What follows belongs to an exercise in optimizing a design on an open flow for small area and a short achievable clock period; a production flow would make more cautious choices.
The RTL was checked by simulation tests, not by an equivalence proof against the original design.
Power figures rest on the tool's default switching activity, not on a simulated workload.

<file path="flow/run.sh">
#!/bin/bash
# synth_recipe.tcl (not shown) runs the flow's synth.tcl, then flattens the netlist and writes it again
# the make line also repeats each setting of config.mk as NAME=value (left out here)
make -C /OpenROAD-flow-scripts/flow DESIGN_CONFIG=/design/flow/config.mk WORK_HOME=/design/flow/orfs CLKGATE_MAP_FILE= SYNTH_SCRIPT=/design/flow/synth_recipe.tcl finish
</file>
<file path="flow/config.mk">
export PLATFORM = sky130hd
export DESIGN_NAME = data_mem_lat
export DESIGN_NICKNAME = data_mem_lat
export VERILOG_FILES = /design/flow/design.v
export SDC_FILE = /design/flow/constraint.sdc
export NUM_CORES = 4
export LEC_CHECK = 0
export CAP_MARGIN = 20
export CORE_MARGIN = 2
export CORE_UTILIZATION = 35
export SETUP_SLACK_MARGIN = 0.5
export SLEW_MARGIN = 40
</file>
<file path="flow/constraint.sdc">
create_clock -name core_clock -period 7.5 [get_ports {clk}]
set_input_delay 1.5000 -clock core_clock [delete_from_list [all_inputs] [get_ports {clk}]]
set_output_delay 1.5000 -clock core_clock [all_outputs]
set_load 0.01 [all_outputs]
</file>
<file path="flow/design.v">
package data_mem_pkg;
  localparam int DEF_DATA_W  = 8;
  localparam int DEF_ADDR_W  = 8;
  localparam int DEF_DEPTH   = 256;
  localparam int DEF_LATENCY = 10;
  localparam int RING_LW = 3;
  localparam int RING_L  = 1 << RING_LW;
endpackage
module data_mem_array #(
  parameter int W = 9,
  parameter int L = 8,
  parameter int R = 32
) (
  input  logic           clk,
  input  logic           clr_i,    
  input  logic [R-1:0]   we_i,     
  input  logic [W-1:0]   wdata_i,
  output logic [R*W-1:0] taps_o    
);
  for (genvar r = 0; r < R; r++) begin : g_ring
    logic [L*W-1:0] st_q;
    logic [W-1:0]   ins;
    assign ins = we_i[r] ? wdata_i : (clr_i ? '0 : st_q[L*W-1 -: W]);
    always_ff @(posedge clk) begin
      st_q <= {st_q[(L-1)*W-1:0], ins};
    end
    assign taps_o[r*W +: W] = ins;
  end
endmodule
module data_mem_lat
#(
  parameter int DATA_W  = data_mem_pkg::DEF_DATA_W,
  parameter int ADDR_W  = data_mem_pkg::DEF_ADDR_W,
  parameter int DEPTH   = data_mem_pkg::DEF_DEPTH,
  parameter int LATENCY = data_mem_pkg::DEF_LATENCY
) (
  input  logic              clk,
  input  logic              rst,
  input  logic              read,
  input  logic              write,
  input  logic [ADDR_W-1:0] address,
  input  logic [DATA_W-1:0] write_data,
  input  logic              parity_inj,
  output logic [DATA_W-1:0] read_data,
  output logic              busy_wait,
  output logic              err,
  output logic              parity_err
);
  localparam int LW = data_mem_pkg::RING_LW;
  localparam int L  = data_mem_pkg::RING_L;
  localparam int R  = DEPTH / L;
  localparam int W  = DATA_W + 1;
  localparam int CNT_W = $clog2(LATENCY);
  localparam logic [CNT_W-1:0] CNT_LAST = CNT_W'(LATENCY - 1);
  logic             idle_q, busy_q, done_q;
  logic [CNT_W-1:0] cnt_q;
  logic [LW-1:0]    ph_q;       
  logic             sweep_q;    
  logic             wr_q;
  logic [ADDR_W-1:0] addr_q;
  logic [DATA_W-1:0] wd_q;      
  logic             inj_q;      
  logic [DATA_W-1:0] rdata_q;
  logic             perr_q;
  logic             err_q;
  logic             req_valid, accept, last, win, hit;
  logic [R-1:0]     we;
  logic [R*W-1:0]   taps;
  logic [W-1:0]     tap;
  assign req_valid = read ^ write;
  assign accept    = idle_q & req_valid;
  assign busy_wait = busy_q | (idle_q & req_valid & ~rst);
  assign last = busy_q && (cnt_q == CNT_LAST);
  assign win  = busy_q && (cnt_q < CNT_W'(L));
  assign hit  = win && (ph_q == ~addr_q[LW-1:0]);
  always_ff @(posedge clk or posedge rst) begin
    if (rst) begin
      idle_q <= 1'b1;
      busy_q <= 1'b0;
      done_q <= 1'b0;
      cnt_q  <= '0;
    end else begin
      if (accept) begin
        idle_q <= 1'b0;
        busy_q <= 1'b1;
      end else if (last) begin
        busy_q <= 1'b0;
        done_q <= 1'b1;
      end else if (done_q) begin
        done_q <= 1'b0;
        idle_q <= 1'b1;
      end
      cnt_q <= busy_q ? cnt_q + 1'b1 : '0;
    end
  end
  always_ff @(posedge clk or posedge rst) begin
    if (rst) begin
      ph_q    <= '0;
      sweep_q <= 1'b1;
    end else begin
      ph_q <= ph_q + 1'b1;
      if (ph_q == LW'(L - 1)) sweep_q <= 1'b0;
    end
  end
  always_ff @(posedge clk) begin
    if (accept) begin
      wr_q   <= write;
      addr_q <= address;
      wd_q   <= write_data;
      inj_q  <= parity_inj;
    end else if (hit && !wr_q) begin
      {inj_q, wd_q} <= tap;
    end
  end
  always_comb begin
    we = '0;
    we[addr_q[ADDR_W-1:LW]] = hit & wr_q;
  end
  data_mem_array #(
    .W (W),
    .L (L),
    .R (R)
  ) u_array (
    .clk     (clk),
    .clr_i   (sweep_q),
    .we_i    (we),
    .wdata_i ({inj_q, wd_q}),
    .taps_o  (taps)
  );
  assign tap = taps[addr_q[ADDR_W-1:LW]*W +: W];
  always_ff @(posedge clk or posedge rst) begin
    if (rst) begin
      rdata_q <= '0;
      perr_q  <= 1'b0;
      err_q   <= 1'b0;
    end else begin
      if (last && !wr_q) rdata_q <= wd_q;
      perr_q <= last && !wr_q && inj_q;
      err_q  <= idle_q && read && write;
    end
  end
  assign read_data  = rdata_q;
  assign err        = err_q;
  assign parity_err = perr_q;
endmodule
</file>
==> summary.md, run 1 <==
| Metric | Value |
|---|---|
| TritonCTS Buffers | `201` |
| Worst reg2reg path startpoint | `addr_q[4]` |
| Slowest CP cell | `clkdlybuf4s50_1` |
| Syn Area/Cell | `14.4 sq um` |
| Clock Sinks | `2343` |
| CP Data Arrival Time | `3.52 ns` |
| H-Tree Depth | `4` |
| Routability Congestion | `0.922` |
| Period Utilization, post-route | `66.9%` |
| Post-synthesis xor/xnor area fraction | `0.142%` |
| Total core area | `158000 sq um` |
| PortBufs | `31` |
| Yosys warnings | `2` |
| Placed cells | `5846` |
| Worst rel slew slack | `43.4%` |
| Post-Synth Adder-Cell Area | `0.113%` |
| Router iterations before antenna repair | `6` |
| IO Pins | `32` |
| Clock Latency Late Sink | `0.81 ns` |
| Initial core utilization | `35.1%` |
| Rows | `146` |
| Finished layout cell area | `65400 sq um` |
| Fraction of layout cells with a size suffix above 1 | `12.2%` |
| Postcts setup bufs | `0` |
| Wire per inst | `19.7 um` |
| 1st-iter DRT viols | `2867` |
| CP required | `6.00 ns` |
| Worst-path cell chain | `clkdlybuf4s50_1 > xor2_1 > nand2_1 > buf_4 > clkinv_1 > buf_4 > a21o_1 > clkdlybuf4s50_1` |
| Synth Area in Compound Gates | `6.29%` |
| Peak Freq | `199 MHz` |
| Bufs on Longest Clock Path | `3` |
| Layout overhead on the synthesized area | `17.9%` |
| Most common flop cell mapped by yosys | `dfxtp_1` |
| Crit Path Max Fanout | `18` |
| DRT antenna net count | `0` |
| Ys async rst share | `0.896%` |
| Initial antenna violation count | `4` |
| Seq/Total Area, Yosys | `85.1%` |
| Worst Setup End Kind | `output port` |
| Flops & latches, synth | `2343` |
| HP Class | `reg -> reg` |
| Via/cell ratio | `4.45` |
| Largest net degree at the start of global routing | `119` |
| Worst vdd ir | `216 uV` |
| Critical path class | `in -> out` |
| Net count reported at finish | `4004` |
| Number of flops mapped to enable cells by yosys | `18` |
| Multiplexer share of the synthesized area | `1.02%` |
| Hold Violations, Final | `0` |
| Synth Instances | `3847` |
| Worst Path Buf+Inv | `5` |
| CP max stage delay | `0.47 ns` |
| Clock Skew | `0.0378 ns` |
| RSZ-0062 raised after global routing | `false` |
| Mapped Nets | `3873` |
| # DRC | `0` |
| Max-cap viol count | `0` |
| Largest family of logic cells by synthesized area | `compound AO/OA/AOI/OAI gates` |
| R2r setup slk | `2.63 ns` |
| Static leakage | `25.5 nW` |
| WHS | `0.298 ns` |
| Power per cell area | `377 nW/um^2` |
| Final min period | `5.02 ns` |
| Hold Path End | `u_array.g_ring[27].st_q[65]` |
| FF-to-FF End | `wd_q[2]` |
| Final setup viols | `0` |
| CTS-repair resized insts | `0` |
| Hold Crit Start | `u_array.g_ring[27].st_q[56]` |
| Worst-case reg-to-reg path depth | `12` |
| Yosys cell types | `94` |
| Max-slew violations | `0` |
| CTS root buffer | `clkbuf_16` |
| First-pass GRT wire length | `178000 um` |
| Cell Area, Synth | `55400 sq um` |
| Placed instance area | `58200 sq um` |
| Via count | `27655` |
| Outcome | `complete, no violations` |
| Global router's overall resource usage | `14.9%` |
| Post-DP HPWL | `76400 um` |
| WL final | `123000 um` |
| Die Y | `402 um` |
| Die X-Extent | `402 um` |
| GR Overflow Total | `0` |
| Type of origin of the critical path | `primary input` |
| Setup TNS after final layout | `0 ns` |
| Clk slew on worst S/H paths | `0.06 ns` |
| CTS tree | `yes` |
| # hold bufs at CTS | `0` |
| Worst Hold Depth | `0` |
| Post-synthesis simple-gate area fraction | `5.90%` |
| Final Non-Filler Cells | `6219` |
| Die Footprint | `162000 sq um` |
| CP top delay family | `buffers and inverters` |
| Fillers | `14330` |
| Worst Tran Pin Value | `0.848 ns` |
| Vias in the first global route | `26481` |
## registers in the layout (all words and copies together) (netlist names)
name                 count
wd_q                     8
cnt_q                    4
wr_q                     1
sweep_q                  1
inj_q                    1
idle_q                   1
ph_q                     3
u_array.g_ring.st_q   2304
addr_q                   8
err_q                    1
busy_q                   1
rdata_q                  8
done_q                   1
perr_q                   1
## final cells by class
cell class / count / area, sq um / share of cell area (%)
Antenna cell: 1 / 2.50 / 0.00383
Inverter: 32 / 133 / 0.203
Multi-Input combinational cell: 1307 / 7530 / 11.5
Clock buffer: 287 / 5920 / 9.06
Sequential cell: 2343 / 47200 / 72.2
Clock inverter: 84 / 1190 / 1.82
Timing Repair Buffer: 93 / 792 / 1.21
Tap cell: 2072 / 2590 / 3.97
## placed cells by master (no fill, tap or decap), types with 13 or more instances in the layout
cell type / instances
o211ai_1: 22
nor3_1: 49
clkbuf_8: 44
clkbuf_1: 36
a211oi_1: 17
o21ai_1: 14
clkdlybuf4s50_1: 31
o21ai_0: 215
mux2_2: 14
and3_1: 13
clkbuf_16: 207
dfxtp_1: 2304
nor2_1: 82
a21oi_1: 29
mux2i_1: 27
clkinv_2: 34
dfrtp_1: 19
inv_1: 28
buf_4: 59
o22ai_1: 25
bufinv_16: 19
a31oi_1: 15
a31o_2: 41
edfxtp_1: 18
nand3_1: 94
nand2_1: 388
## metal layers
layer  vias to the layer above  track usage (%)  routed length [um]
li1                      13035                -                   -
met1                     13300             21.6               58200
met2                      1037             21.4               50700
met3                       281             3.34                9310
met4                         2             6.25                4510
met5                         -                0                  13
## how the worst max path moves through the flow
stage / startpoint / to / slack, ns / cells past startpoint
after global routing: write / busy_wait / 2.39 / 8
after global placement: addr_q[3] / wd_q[7] / 2.42 / 9
after CTS: write / busy_wait / 2.47 / 8
after detailed placement: write / busy_wait / 2.48 / 8
final: write / busy_wait / 2.48 / 8
after floorplan: addr_q[3] / wd_q[3] / 3.20 / 15
## cell families (layout without fill, tap and decap cells)
group                    after synthesis  after routing
adder cells (fa/ha/maj)                5              5
AND/OR/NAND/NOR                      728            728
XOR/XNOR                               9              9
multiplexers                          47             47
flip-flops                          2343           2343
buffers and inverters                197            496
other                                  0              1
AO/OA/AOI/OAI                        518            518
## synthesized netlist by cell type, drive strengths merged (12+ instances only)
cell	count	area share (%)
o21ai	229	2.1
buf	26	0.24
nand2	390	2.6
dfxtp	2304	83
and3	13	0.15
a21oi	29	0.26
mux2	14	0.28
o211ai	22	0.30
nor3b	12	0.16
o22ai	25	0.28
dfrtp	19	0.86
a31oi	15	0.17
nor3	50	0.46
inv	31	0.21
mux2i	27	0.49
nand3	95	0.86
a31o	42	0.66
nor2	91	0.66
edfxtp	18	0.98
a211oi	23	0.34
clkbuf	139	0.94
## worst reg2reg max path, cell delays in order, from the launching register on
cell and delay, ns:
edfxtp_1 0.38, inv_1 0.06, buf_4 0.34, ha_1 0.43, xor2_1 0.30, nand2_1 0.13
or3_1 0.60, nor2_1 0.67, o21ai_0 0.27, a211oi_1 0.60, nand4_1 0.29, a32oi_1 0.46
a31oi_1 0.07
## where the power goes
part	internal, mW	switching [mW]	total [mW]
clock	6.21	4.50	10.7
combinational	0.289	0.863	1.15
sequential	12.7	0.100	12.8
total	19.2	5.47	24.7
## metrics by stage
stage	utilization [%]	setup WS, ns	power (mW)
floorplan	-	3.20	13.6
finish	41.4	2.48	24.7
global route	41.4	2.39	25.4
global placement	36.9	2.42	14.2
CTS	41.4	2.47	24.8
detailed placement	36.9	2.48	14.2
==> run 2: changes to the inputs <==
--- a/flow/design.v
+++ b/flow/design.v
@@ -26,3 +26,3 @@
     end
-    assign taps_o[r*W +: W] = ins;
+    assign taps_o[r*W +: W] = st_q[L*W-1 -: W];
   end
@@ -65,3 +65,6 @@
   logic             err_q;
-  logic             req_valid, accept, last, win, hit;
+  logic             req_valid, accept, last, hit_q;
+  logic             busy_d, win_d;
+  logic [CNT_W-1:0] cnt_d;
+  logic [LW-1:0]    ph_d, alo_d;
   logic [R-1:0]     we;
@@ -73,4 +76,11 @@
   assign last = busy_q && (cnt_q == CNT_LAST);
-  assign win  = busy_q && (cnt_q < CNT_W'(L));
-  assign hit  = win && (ph_q == ~addr_q[LW-1:0]);
+  assign busy_d = accept | (busy_q & ~last);
+  assign cnt_d  = busy_q ? cnt_q + 1'b1 : '0;
+  assign win_d  = busy_d && (cnt_d < CNT_W'(L));
+  assign ph_d   = ph_q + 1'b1;
+  assign alo_d  = accept ? address[LW-1:0] : addr_q[LW-1:0];
+  always_ff @(posedge clk or posedge rst) begin
+    if (rst) hit_q <= 1'b0;
+    else     hit_q <= win_d && (ph_d == ~alo_d);
+  end
   always_ff @(posedge clk or posedge rst) begin
@@ -92,3 +102,3 @@
       end
-      cnt_q <= busy_q ? cnt_q + 1'b1 : '0;
+      cnt_q <= cnt_d;
     end
@@ -100,3 +110,3 @@
     end else begin
-      ph_q <= ph_q + 1'b1;
+      ph_q <= ph_d;
       if (ph_q == LW'(L - 1)) sweep_q <= 1'b0;
@@ -110,4 +120,4 @@
       inj_q  <= parity_inj;
-    end else if (hit && !wr_q) begin
-      {inj_q, wd_q} <= tap;
+    end else if (hit_q && !wr_q) begin
+      {inj_q, wd_q} <= sweep_q ? '0 : tap;
     end
@@ -116,3 +126,3 @@
     we = '0;
-    we[addr_q[ADDR_W-1:LW]] = hit & wr_q;
+    we[addr_q[ADDR_W-1:LW]] = hit_q & wr_q;
   end
--- a/flow/config.mk
+++ b/flow/config.mk
@@ -9,4 +9,4 @@
 export CORE_MARGIN = 2
-export CORE_UTILIZATION = 35
-export SETUP_SLACK_MARGIN = 0.5
+export CORE_UTILIZATION = 65
+export SETUP_SLACK_MARGIN = 4.0
 export SLEW_MARGIN = 40
==> summary.md, run 2 <==
| Metric | Value |
|---|---|
| Synth cell count leaders | `dfxtp_1 (2304), mux2i_1 (380), nand2b_1 (281)` |
| Flops & latches, synth | `2344 (+0.043%)` |
| Seq/Total Area, Yosys | `84.7% (-0.47 points)` |
| # DRC | `0 (unchanged)` |
| Clock Latency Late Sink | `0.76 ns (-0.05 ns)` |
| Syn Area/Cell | `16.4 sq um (+14%)` |
| Seq pwr share | `54.0% (+2.1 points)` |
| GR Overflow Total | `0 (unchanged)` |
| Hold Violations, Final | `0 (unchanged)` |
| DRT antenna net count | `0 (unchanged)` |
| Die Footprint | `88100 sq um (-45%)` |
| CP Data Arrival Time | `2.19 ns (-1.33 ns)` |
| Type of origin of the critical path | `primary input` |
| Global router's overall resource usage | `21.8% (+6.9 points)` |
| Crit Path Max Fanout | `2 (-16)` |
| Critical path class | `in -> out` |
| Largest reg by FF count | `u_array.g_ring.st_q` |
| P_sw | `4.90 mW (-10%)` |
| Synth Instances | `3404 (-12%)` |
| Worst vdd ir | `276 uV (+28%)` |
| Final setup viols | `0 (unchanged)` |
| CP top delay family | `buffers and inverters` |
| CTS tree | `yes` |
| Die Y | `297 um (-26%)` |
| Most frequent cells in the layout | `dfxtp_1 (2304), mux2i_1 (380), nand2b_1 (281)` |
| Via count | `23475 (-15%)` |
| IO Pins | `32 (unchanged)` |
| Post-DP HPWL | `54300 um (-29%)` |
| Count leader, synth | `dfxtp_1` |
| Ys async rst share | `0.939% (+0.042 points)` |
| Die X-Extent | `297 um (-26%)` |
| H-Tree Depth | `4 (unchanged)` |
| N_diodes | `0 (-1)` |
| # hold bufs at CTS | `0 (unchanged)` |
| Max-cap viol count | `0 (unchanged)` |
| Outcome | `complete, no violations` |
| TritonCTS Buffers | `199 (-1.0%)` |
| Fillers | `5225 (-64%)` |
| WL final | `95100 um (-23%)` |
| Bufs on Longest Clock Path | `3 (unchanged)` |
| Period Utilization, post-route | `49.2% (-18 points)` |
| Switching fraction of total power | `20.6% (-1.6 points)` |
| 1st-iter DRT viols | `1361 (-53%)` |
| Most common flop cell mapped by yosys | `dfxtp_1` |
| Worst rel slew slack | `41.2% (-2.2 points)` |
| Net count reported at finish | `3594 (-10%)` |
| Static leakage | `27.3 nW (+7.0%)` |
| Rows | `107 (-27%)` |
| Clk pwr share | `42.5% (-0.9 points)` |
| HP Class | `reg -> reg` |
| Worst Setup End Kind | `output port` |
| Total power | `23.8 mW (-3.6%)` |
| R2r setup slk | `4.19 ns (+1.56 ns)` |
| Router iterations before antenna repair | `5 (-1)` |
| Clock Skew | `0.0214 ns (-0.0164 ns)` |
| Via/cell ratio | `4.83 (+8.6%)` |
| Peak Freq | `271 MHz (+36%)` |
| Power per cell area | `372 nW/um^2 (-1.5%)` |
| Synth area leaders | `dfxtp_1 (83%), mux2i_1 (6.8%), nand2b_1 (3.2%)` |
| Most common cell after layout, fill and taps aside | `dfxtp_1` |
| Yosys warnings | `2 (unchanged)` |
| Comb pwr share | `3.5% (-1.2 points)` |
| Vias in the first global route | `24731 (-6.6%)` |
| Fraction of layout cells with a size suffix above 1 | `12.2% (-0.048 points)` |
| Routability Congestion | `0.864 (-6.3%)` |
| CP max stage delay | `0.18 ns (-0.29 ns)` |
| Worst Tran Pin Value | `0.875 ns (+0.0270 ns)` |
| Synth area leader | `dfxtp_1` |
| Clk slew on worst S/H paths | `0.06 ns (about the same)` |
| PortBufs | `31 (unchanged)` |
| Worst-path cell chain | `buf_8 > xor2_4 > nand2_4 > inv_8 > a21o_1 > buf_2` |
| Yosys cell types | `56 (-40%)` |
| Number of flops mapped to enable cells by yosys | `18 (unchanged)` |
| Layout overhead on the synthesized area | `14.7%` |
| Initial core utilization | `65.5% (+30 points)` |
| Worst Path Buf+Inv | `3 (-2)` |
| RSZ-0062 raised after global routing | `true` |
| Internal power | `18.9 mW (-1.6%)` |
| Final min period | `3.69 ns (-1.33 ns)` |
| Mapped Nets | `3430 (-11%)` |
| Setup TNS after final layout | `0 ns (unchanged)` |
| First-pass GRT wire length | `146000 um (-18%)` |
| CP required | `6.00 ns (about the same)` |
| Largest net degree at the start of global routing | `108 (-9.2%)` |
| Slowest CP cell | `xor2_4` |
| Cell Area, Synth | `55800 sq um (+0.61%)` |
| Top-area cell type share of the netlist area | `82.7% (-0.50 points)` |
| CTS root buffer | `clkbuf_16` |
| Initial antenna violation count | `2 (-2)` |
| Total core area | `85100 sq um (-46%)` |
| Max reg flops | `2304 (unchanged)` |
| Wire per inst | `19.5 um (-1.0%)` |
| Clock Sinks | `2344 (+0.043%)` |
| Max-slew violations | `0 (unchanged)` |
## run 2: final cells by class
class,count,area (sq um),area share (%)
sequential,2344,47200,73.8
timing repair buffer,62,567,0.886
inverter,18,78.8,0.123
clock inverter,64,684,1.07
tap,1144,1430,2.24
timing repair inverter,2,11.3,0.0176
multi-input combinational,941,8070,12.6
clock buffer,288,5910,9.24
## run 2: final timing paths
path,from,end,depth (start not counted)
worst max-delay path,read,busy_wait,6
worst min-delay path,u_array.g_ring[8].st_q[26],u_array.g_ring[8].st_q[35],0
worst max register to register,addr_q[4],u_array.g_ring[16].st_q[4],9
worst min register to register,u_array.g_ring[8].st_q[26],u_array.g_ring[8].st_q[35],0
max in group asynchronous,rst,idle_q,2
min in group asynchronous,rst,rdata_q[0],3
## run 2: through the flow
stage | cell area, sq um | cells | utilization, % | hold slack, ns | worst slack, ns
CTS | 63900 | 4861 | 75.1 | 0.313 | 3.81
finish | 64000 | 4863 | 75.1 | 0.306 | 3.81
global route | 64000 | 4863 | 75.1 | 0.318 | 3.79
detailed placement | 57300 | 4504 | 67.3 | 0.312 | 2.62
floorplan | 55800 | 3404 | - | 0.310 | 3.78
global placement | 57200 | 4501 | 67.2 | 0.310 | 2.65
## run 2: repair_timing
action | 4_1_cts | 5_1_grt
gates resized for setup | 24 | 1
setup buffers | 3 | 1
pin swaps | 3 | 1
gates cloned | 2 | 0
setup endpoints to repair | 1 | 1
endpoints found under the hold margin | 0 | 0
## run 2: cell families after synthesis
logic type      count (synthesis)  synth area share, %
buf+inv                       119                0.967
simple gates                  394                 4.69
fa+ha+maj                       5                0.112
xor+xnor                        8                0.126
compound gates                110                 1.36
mux                           424                 8.07
flops                        2344                 84.7
## run 2: per-layer routing
layer | vias up | wire [um] | part of all wire (%) | track usage, %
met1 | 11426 | 46700 | 49 | 31.7
met4 | 0 | 2480 | 2.6 | 7.55
li1 | 11404 | - | - | -
met3 | 168 | 4300 | 4.5 | 4.50
met2 | 477 | 41500 | 44 | 32.9
met5 | - | 0 | 0 | 0
## run 2: worst register-to-register path, delay by kind of cell (launching register included)
| kind | cells | cell delay (ns) |
|---|---|---|
| flops | 1 | 0.33 |
| mux | 1 | 0.23 |
| fa+ha+maj | 1 | 0.38 |
| xor+xnor | 1 | 0.26 |
| buf+inv | 3 | 0.94 |
| compound gates | 1 | 0.67 |
| simple gates | 2 | 0.38 |
## run 2: power by group through the flow
stage | Combinational [mW] | Sequential (mW) | Clock [mW]
3_5_place_dp | 0.811 | 13.1 | 0
3_3_place_gp | 0.797 | 13.1 | 0
4_1_cts | 0.822 | 12.8 | 10.3
2_1_floorplan | 0.465 | 13.1 | 0
5_1_grt | 0.861 | 12.9 | 10.8
6_report | 0.827 | 12.8 | 10.1
==> run 3: changes to the inputs <==
--- a/flow/config.mk
+++ b/flow/config.mk
@@ -10,2 +10,4 @@
 export CORE_UTILIZATION = 65
+export CTS_CLUSTER_DIAMETER = 60
+export CTS_CLUSTER_SIZE = 32
 export SETUP_SLACK_MARGIN = 4.0
==> summary.md, run 3 <==
| Metric | Value |
|---|---|
| Outcome | `complete, no violations` |
| Fraction of layout cells with a size suffix above 1 | `9.23% (-2.9 points)` |
| GR Overflow Total | `0 (unchanged)` |
| Final setup viols | `0 (unchanged)` |
| H-Tree Depth | `3 (-1)` |
| CTS tree | `yes` |
| Worst Path Buf+Inv | `3 (unchanged)` |
| Reg area | `47200 sq um (unchanged)` |
| Setup TNS after final layout | `0 ns (unchanged)` |
| Synth Instances | `3404 (unchanged)` |
| Period Utilization, post-route | `49.2% (about the same)` |
| PortBufs | `31 (unchanged)` |
| Routability Congestion | `0.864 (unchanged)` |
| First-pass GRT wire length | `142000 um (-3.1%)` |
| Via/cell ratio | `4.85 (+0.53%)` |
| Final min period | `3.69 ns (+0.00222 ns)` |
| Wire per inst | `19.7 um (+0.54%)` |
| Power per cell area | `342 nW/um^2 (-7.9%)` |
| Initial core utilization | `65.5% (unchanged)` |
| Synth cell count leaders | `dfxtp_1 (2304), mux2i_1 (380), nand2b_1 (281)` |
| Worst rel slew slack | `42.7% (+1.5 points)` |
| RSZ-0062 raised after global routing | `true` |
| Count leader, synth | `dfxtp_1` |
| Most common cell after layout, fill and taps aside | `dfxtp_1` |
| P_sw | `4.87 mW (-0.64%)` |
| Largest reg by FF count | `u_array.g_ring.st_q` |
| Seq/Total Area, Yosys | `84.7% (unchanged)` |
| Placed instance area | `57300 sq um (unchanged)` |
| Router iterations before antenna repair | `6 (+1)` |
| Clock Sinks | `2344 (unchanged)` |
| Worst vdd ir | `247 uV (-10%)` |
| TritonCTS Buffers | `110 (-45%)` |
| Mapped Nets | `3430 (unchanged)` |
| Fillers | `5536 (+6.0%)` |
| Worst Setup End Kind | `output port` |
| Global router's overall resource usage | `21.0% (-0.82 points)` |
| Seq pwr share | `61.0% (+7.0 points)` |
| Comb pwr share | `3.9% (+0.4 points)` |
| Vias in the first global route | `23463 (-5.1%)` |
| Top-area cell type share of the netlist area | `82.7% (unchanged)` |
| Max-slew violations | `0 (unchanged)` |
| Bufs on Longest Clock Path | `3 (unchanged)` |
| Yosys cell types | `56 (unchanged)` |
| Number of flops mapped to enable cells by yosys | `18 (unchanged)` |
| Switching fraction of total power | `23.2% (+2.5 points)` |
| Synth area leaders | `dfxtp_1 (83%), mux2i_1 (6.8%), nand2b_1 (3.2%)` |
| Worst Tran Pin Value | `0.853 ns (-0.0219 ns)` |
| IO Pins | `32 (unchanged)` |
| Internal power | `16.2 mW (-14%)` |
| Most common flop cell mapped by yosys | `dfxtp_1` |
| Via count | `22848 (-2.7%)` |
| Die Footprint | `88100 sq um (unchanged)` |
| Hold Violations, Final | `0 (unchanged)` |
| HP Class | `reg -> reg` |
| Most frequent cells in the layout | `dfxtp_1 (2304), mux2i_1 (380), nand2b_1 (281)` |
| CP top delay family | `buffers and inverters` |
| # DRC | `0 (unchanged)` |
| Synth area leader | `dfxtp_1` |
| Max reg flops | `2304 (unchanged)` |
| DP Worst Slack | `2.62 ns (unchanged)` |
| Flops & latches, synth | `2344 (unchanged)` |
| Type of origin of the critical path | `primary input` |
| CP Data Arrival Time | `2.19 ns (about the same)` |
| Clock Latency Late Sink | `0.69 ns (-0.07 ns)` |
| CP max stage delay | `0.18 ns (about the same)` |
| Clk pwr share | `35.1% (-7.4 points)` |
| CTS root buffer | `clkbuf_16` |
| Initial antenna violation count | `3 (+1)` |
| CP required | `6.00 ns (about the same)` |
| Crit Path Max Fanout | `2 (unchanged)` |
| Total core area | `85100 sq um (unchanged)` |
| 1st-iter DRT viols | `1279 (-6.0%)` |
| Syn Area/Cell | `16.4 sq um (unchanged)` |
| Clock Skew | `0.0269 ns (+0.00547 ns)` |
| Critical path class | `in -> out` |
| Max-cap viol count | `0 (unchanged)` |
| Net count reported at finish | `3505 (-2.5%)` |
| Multi-input logic area | `8070 sq um (unchanged)` |
| Rows | `107 (unchanged)` |
| Die X-Extent | `297 um (unchanged)` |
| Static leakage | `25.9 nW (-4.9%)` |
| Slowest CP cell | `xor2_4` |
| N_diodes | `0 (unchanged)` |
| Clk slew on worst S/H paths | `0.10 ns (+0.04 ns)` |
| WL final | `92500 um (-2.7%)` |
| Ys async rst share | `0.939% (unchanged)` |
| Post-DP HPWL | `54300 um (unchanged)` |
| Finished layout cell area | `61400 sq um (-4.0%)` |
| Worst-path cell chain | `buf_8 > xor2_4 > nand2_4 > inv_8 > a21o_1 > buf_2` |
| Peak Freq | `271 MHz (about the same)` |
| Largest net degree at the start of global routing | `108 (unchanged)` |
| Cell Area, Synth | `55800 sq um (unchanged)` |
| Die Y | `297 um (unchanged)` |
| Yosys warnings | `2 (unchanged)` |
| Layout overhead on the synthesized area | `10.2%` |
| Utilization after layout | `72.2% (-3.0 points)` |
| DRT antenna net count | `0 (unchanged)` |
| Worst setup margin | `3.81 ns (-0.00222 ns)` |
[run 3: cell counts after synthesis]
No cell type changed its count.
[run 3: what timing repair did]
item,4_1_cts,5_1_grt
hold buffers,0,0
buffers inserted,3,1
pin swaps,3,1
setup endpoints to repair,1,1
cloned,2,0
gates resized for setup,24,1
[run 3: logic make-up after synthesis]
family                   count (synthesis)  share of synthesized area [%]
multiplexers                           424                           8.07
flip-flops                            2344                           84.7
adder cells (fa/ha/maj)                  5                          0.112
AO/OA/AOI/OAI                          110                           1.36
XOR/XNOR                                 8                          0.126
AND/OR/NAND/NOR                        394                           4.69
buffers and inverters                  119                          0.967
[run 3: power by group through the flow]
stage / Sequential (mW) / Clock [mW] / Combinational, mW
2_1_floorplan: 13.1 / 0 / 0.465
3_3_place_gp: 13.1 / 0 / 0.797
3_5_place_dp: 13.1 / 0 / 0.811
4_1_cts: 12.8 / 7.53 / 0.821
5_1_grt: 12.9 / 7.97 / 0.861
6_report: 12.8 / 7.39 / 0.824
[run 3: layout make-up]
cell class | instances | share of cell area (%)
well taps | 1144 | 2.33
flip-flops and latches | 2344 | 76.9
repair buffers | 62 | 0.923
clock inverters | 79 | 1.91
inverters | 18 | 0.128
clock buffers | 118 | 4.70
repair inverters | 2 | 0.0183
multi-input cells | 941 | 13.1
[run 3: worst register-to-register path, stage by stage (launching register included)]
cell	delay (ns)
edfxtp_1	0.34
buf_4	0.43
inv_1	0.17
ha_1	0.37
xnor2_1	0.25
nand2_1	0.08
o22ai_1	0.62
buf_4	0.31
nand2_2	0.28
mux2i_1	0.23
[run 3: metrics by stage]
stage               hold WS, ns  power (mW)  std cells
floorplan                 0.310        13.5       3404
global placement          0.310        13.9       4501
detailed placement        0.312        13.9       4504
CTS                       0.307        21.2       4706
global route              0.298        21.7       4708
finish                    0.307        21.0       4708
[run 3: final timing paths]
kind,start,endpoint,cells after the start,slack (ns)
setup / recovery,read,busy_wait,6,3.81
hold / removal,u_array.g_ring[3].st_q[51],u_array.g_ring[3].st_q[60],0,0.31
setup reg to reg,addr_q[4],u_array.g_ring[16].st_q[7],9,4.27
hold reg to reg,u_array.g_ring[3].st_q[51],u_array.g_ring[3].st_q[60],0,0.31
max in group asynchronous,rst,idle_q,2,6.33
min in group asynchronous,rst,rdata_q[7],3,0.84
[run 3: metal layers]
metal,track usage (%),wire [um],share of wire [%],vias to the layer above
met1,31.6,46200,50,11150
met5,0,18,0.019,-
met4,6.00,2570,2.8,2
li1,-,-,-,11203
met2,31.7,40200,43,352
met3,3.34,3610,3.9,141
==> run 4: changes to the inputs <==
--- a/flow/config.mk
+++ b/flow/config.mk
@@ -7,2 +7,3 @@
 export LEC_CHECK = 0
+export ABC_AREA = 1
 export CAP_MARGIN = 20
@@ -10,3 +11,3 @@
 export CORE_UTILIZATION = 65
-export CTS_CLUSTER_DIAMETER = 60
+export CTS_CLUSTER_DIAMETER = 70
 export CTS_CLUSTER_SIZE = 32
==> summary.md, run 4 <==
| Metric | Value |
|---|---|
| Top-area cell type share of the netlist area | `84.9% (+2.2 points)` |
| GR Overflow Total | `0 (unchanged)` |
| RSZ-0062 raised after global routing | `true` |
| Seq pwr share | `66.9% (+5.9 points)` |
| Synth Area in Compound Gates | `3.21% (+1.8 points)` |
| Vias in the first global route | `24895 (+6.1%)` |
| Clock Latency Late Sink | `0.67 ns (-0.02 ns)` |
| H-Tree Depth | `3 (unchanged)` |
| Rows | `106 (-0.93%)` |
| Power per cell area | `332 nW/um^2 (-3.1%)` |
| Clock Skew | `0.0293 ns (+0.00241 ns)` |
| Die Footprint | `85900 sq um (-2.5%)` |
| Clk slew on worst S/H paths | `0.11 ns (about the same)` |
| Cell Area, Synth | `54300 sq um (-2.6%)` |
| Type of origin of the critical path | `primary input` |
| First-pass GRT wire length | `150000 um (+5.7%)` |
| Yosys cell types | `34 (-39%)` |
| Initial antenna violation count | `7 (+4)` |
| Post-synthesis simple-gate area fraction | `8.23% (+3.5 points)` |
| HP Class | `reg -> reg` |
| Critical path class | `in -> out` |
| # hold bufs at CTS | `0 (unchanged)` |
| Synth area leaders | `dfxtp_1 (85%), nand3_1 (4.1%), nand2_1 (3.2%)` |
| Max reg flops | `2304 (unchanged)` |
| Router iterations before antenna repair | `6 (unchanged)` |
| Die Y | `293 um (-1.3%)` |
| Via count | `25225 (+10%)` |
| Multiplexer share of the synthesized area | `0% (-8.1 points)` |
| Total core area | `83200 sq um (-2.3%)` |
| Post-Synth Adder-Cell Area | `0.115% (+0.0030 points)` |
| Most common flop cell mapped by yosys | `dfxtp_1` |
| Initial core utilization | `65.3% (-0.15 points)` |
| Fraction of layout cells with a size suffix above 1 | `4.91% (-4.3 points)` |
| Multi-input logic area | `6400 sq um (-21%)` |
| Most frequent cells in the layout | `dfxtp_1 (2304), nand2_1 (457), nand3_1 (447)` |
| Max-slew violations | `0 (unchanged)` |
| WHS | `0.318 ns (+0.0110 ns)` |
| Outcome | `complete, no violations` |
| Worst Setup End Kind | `output port` |
| Yosys warnings | `2 (unchanged)` |
| WL final | `99600 um (+7.6%)` |
| Via/cell ratio | `5.07 (+4.5%)` |
| Switching fraction of total power | `21.7% (-1.5 points)` |
| TritonCTS Buffers | `84 (-24%)` |
| Final min period | `3.67 ns (-0.0168 ns)` |
| Fillers | `5736 (+3.6%)` |
| CP required | `6.00 ns (about the same)` |
| Layout overhead on the synthesized area | `6.69%` |
| Clock Sinks | `2344 (unchanged)` |
| CP Data Arrival Time | `2.17 ns (-0.02 ns)` |
| Net count reported at finish | `3901 (+11%)` |
| DRT antenna net count | `0 (unchanged)` |
| Largest reg by FF count | `u_array.g_ring.st_q` |
| Synth Instances | `3883 (+14%)` |
| 1st-iter DRT viols | `1913 (+50%)` |
| Period Utilization, post-route | `49.0% (-0.22 points)` |
| Reg area | `47200 sq um (about the same)` |
| Worst rel slew slack | `40.4% (-2.3 points)` |
| Largest net degree at the start of global routing | `107 (-0.93%)` |
| Global router's overall resource usage | `23.2% (+2.2 points)` |
| Most common cell after layout, fill and taps aside | `dfxtp_1` |
| Mapped Nets | `3909 (+14%)` |
| Die X-Extent | `293 um (-1.3%)` |
| Hold Violations, Final | `0 (unchanged)` |
| Synth area leader | `dfxtp_1` |
| Final setup viols | `0 (unchanged)` |
| Setup TNS after final layout | `0 ns (unchanged)` |
| P_sw | `4.17 mW (-14%)` |
| Crit Path Max Fanout | `3 (+1)` |
| Seq/Total Area, Yosys | `86.9% (+2.2 points)` |
| Routability Congestion | `0.893 (+3.4%)` |
| CTS tree | `yes` |
| Post-synthesis xor/xnor area fraction | `0.0967% (-0.029 points)` |
| Static leakage | `22.7 nW (-13%)` |
| Wire per inst | `20.0 um (+1.9%)` |
| IO Pins | `32 (unchanged)` |
| PortBufs | `31 (unchanged)` |
| Peak Freq | `272 MHz (+0.46%)` |
| Comb pwr share | `4.5% (+0.6 points)` |
| Clk pwr share | `28.6% (-6.5 points)` |
| Bufs on Longest Clock Path | `3 (unchanged)` |
| Number of flops mapped to enable cells by yosys | `18 (unchanged)` |
| Worst Tran Pin Value | `0.893 ns (+0.0400 ns)` |
| Worst vdd ir | `334 uV (+35%)` |
| Ys async rst share | `0.939% (unchanged)` |
| CTS root buffer | `clkbuf_16` |
| Post-DP HPWL | `58900 um (+8.4%)` |
| Internal power | `15.1 mW (-6.8%)` |
| Syn Area/Cell | `14.0 sq um (-15%)` |
| # DRC | `0 (unchanged)` |
| Max-cap viol count | `0 (unchanged)` |
| Count leader, synth | `dfxtp_1` |
| Largest family of logic cells by synthesized area | `simple AND/OR/NAND/NOR gates` |
| Synth cell count leaders | `dfxtp_1 (2304), nand2_1 (464), nand3_1 (448)` |
| Flops & latches, synth | `2344 (unchanged)` |
[run 4: cell count changes after synthesis, moves of 19 or more]
| cell | before | now |
|---|---|---|
| mux2i_1 | 380 | 0 |
| nand2b_1 | 281 | 0 |
| a21oi_1 | 24 | 46 |
| nand2_1 | 9 | 464 |
| mux2_2 | 26 | 0 |
| buf_1 | 1 | 28 |
| o21ai_0 | 13 | 298 |
| nand3_1 | 22 | 448 |
| a22oi_1 | 36 | 0 |
| nor2_1 | 9 | 28 |
[run 4: worst paths after layout]
kind / endpoint / depth (start not counted) / from / slack (ns)
setup / recovery: busy_wait / 6 / read / 3.83
hold / removal: u_array.g_ring[1].st_q[60] / 0 / u_array.g_ring[1].st_q[51] / 0.32
setup reg to reg: u_array.g_ring[19].st_q[0] / 7 / addr_q[4] / 4.23
hold reg to reg: u_array.g_ring[1].st_q[60] / 0 / u_array.g_ring[1].st_q[51] / 0.32
max in group asynchronous: done_q / 2 / rst / 5.99
min in group asynchronous: rdata_q[5] / 2 / rst / 1.07
[run 4: layout make-up]
| cell class | count | area share [%] |
|---|---|---|
| Antenna cell | 1 | 0.00432 |
| Clock buffer | 95 | 3.75 |
| Clock inverter | 8 | 0.151 |
| Inverter | 40 | 0.298 |
| Multi-Input combinational cell | 1348 | 11.0 |
| Sequential cell | 2344 | 81.4 |
| Tap cell | 1080 | 2.33 |
| Timing Repair Buffer | 57 | 0.982 |
[run 4: layer usage]
| layer | vias up | GRT usage (%) | part of all wire [%] |
|---|---|---|---|
| met2 | 582 | 33.9 | 42 |
| met1 | 12169 | 35.5 | 50 |
| met4 | 2 | 6.97 | 2.5 |
| li1 | 12354 | - | - |
| met3 | 118 | 4.31 | 5.9 |
| met5 | - | 0 | 0.013 |
[run 4: cell families (layout without fill, tap and decap cells)]
kind of cell             after synthesis  after routing
adder cells (fa/ha/maj)                5              5
flip-flops                          2344           2344
AND/OR/NAND/NOR                      992            992
buffers and inverters                191            200
AO/OA/AOI/OAI                        348            348
other                                  0              1
XOR/XNOR                               3              3
[run 4: per-stage QoR]
stage	instances	utilization (%)	instance area [sq um]	total power [mW]	setup slack [ns]
final	4973	69.7	58000	19.2	3.83
after global routing	4972	69.7	58000	19.9	3.79
after CTS	4970	69.6	57900	19.3	3.80
after detailed placement	4866	66.8	55600	14.0	2.44
after global placement	4865	66.8	55600	14.0	2.44
after floorplan	3883	-	54300	13.5	4.00
[run 4: repair_timing]
item                       CTS  global route
buffers inserted             1             2
pin swaps                    4             4
resized for setup           28            12
setup endpoints to repair   14            63
[run 4: critical path: stages]
cell and delay, ns:
buf_12 0.10, inv_6 0.03, nand2_4 0.07, nand3_4 0.16, o21ai_2 0.17, buf_2 0.15
[run 4: power by group through the flow]
stage	clock [mW]	combinational, mW	sequential (mW)
global route	6.06	0.912	12.9
CTS	5.63	0.850	12.9
global placement	0	0.832	13.1
floorplan	0	0.413	13.1
detailed placement	0	0.841	13.1
finish	5.51	0.866	12.9

[what the ideal ports hide]
Ports are ideal in the flow. The routed layouts listed here were re-timed in OpenROAD.
Step 1 (the two cells are an assumption about what drives the block):
set clk [get_ports {clk}]
set_driving_cell -lib_cell sky130_fd_sc_hd__clkbuf_16 $clk
set_driving_cell -lib_cell sky130_fd_sc_hd__buf_2 [delete_from_list [all_inputs] $clk]
Step 2 moves the port delays by t, midway between the first and last clock arrival at a register: inputs arrive t later, outputs are due t later. That takes back most of the time a late clock gives input paths.
Slacks: no drivers / after step 1 / after step 2; pairs: no drivers / after step 1.
| run | t, ns | setup WS [ns] | hold WS [ns] | cell pins on the clock port's net |
|---|---|---|---|---|
| run 1 | 0.853 | 2.481 / 2.456 / 2.456 | 0.298 / 0.298 / 0.298 | 1 |
| run 2 | 0.816 | 3.812 / 3.769 / 3.769 | 0.306 / 0.306 / 0.306 | 1 |
| run 3 | 0.740 | 3.809 / 3.767 / 3.767 | 0.307 / 0.307 / 0.307 | 1 |
| run 4 | 0.724 | 3.826 / 3.765 / 3.706 | 0.318 / 0.318 / 0.318 | 1 |
After both steps setup and hold are still met in every run listed. For run 4, which loses most, drivers alone change the setup slack by -0.061 ns; drivers and shift together by -0.120 ns.
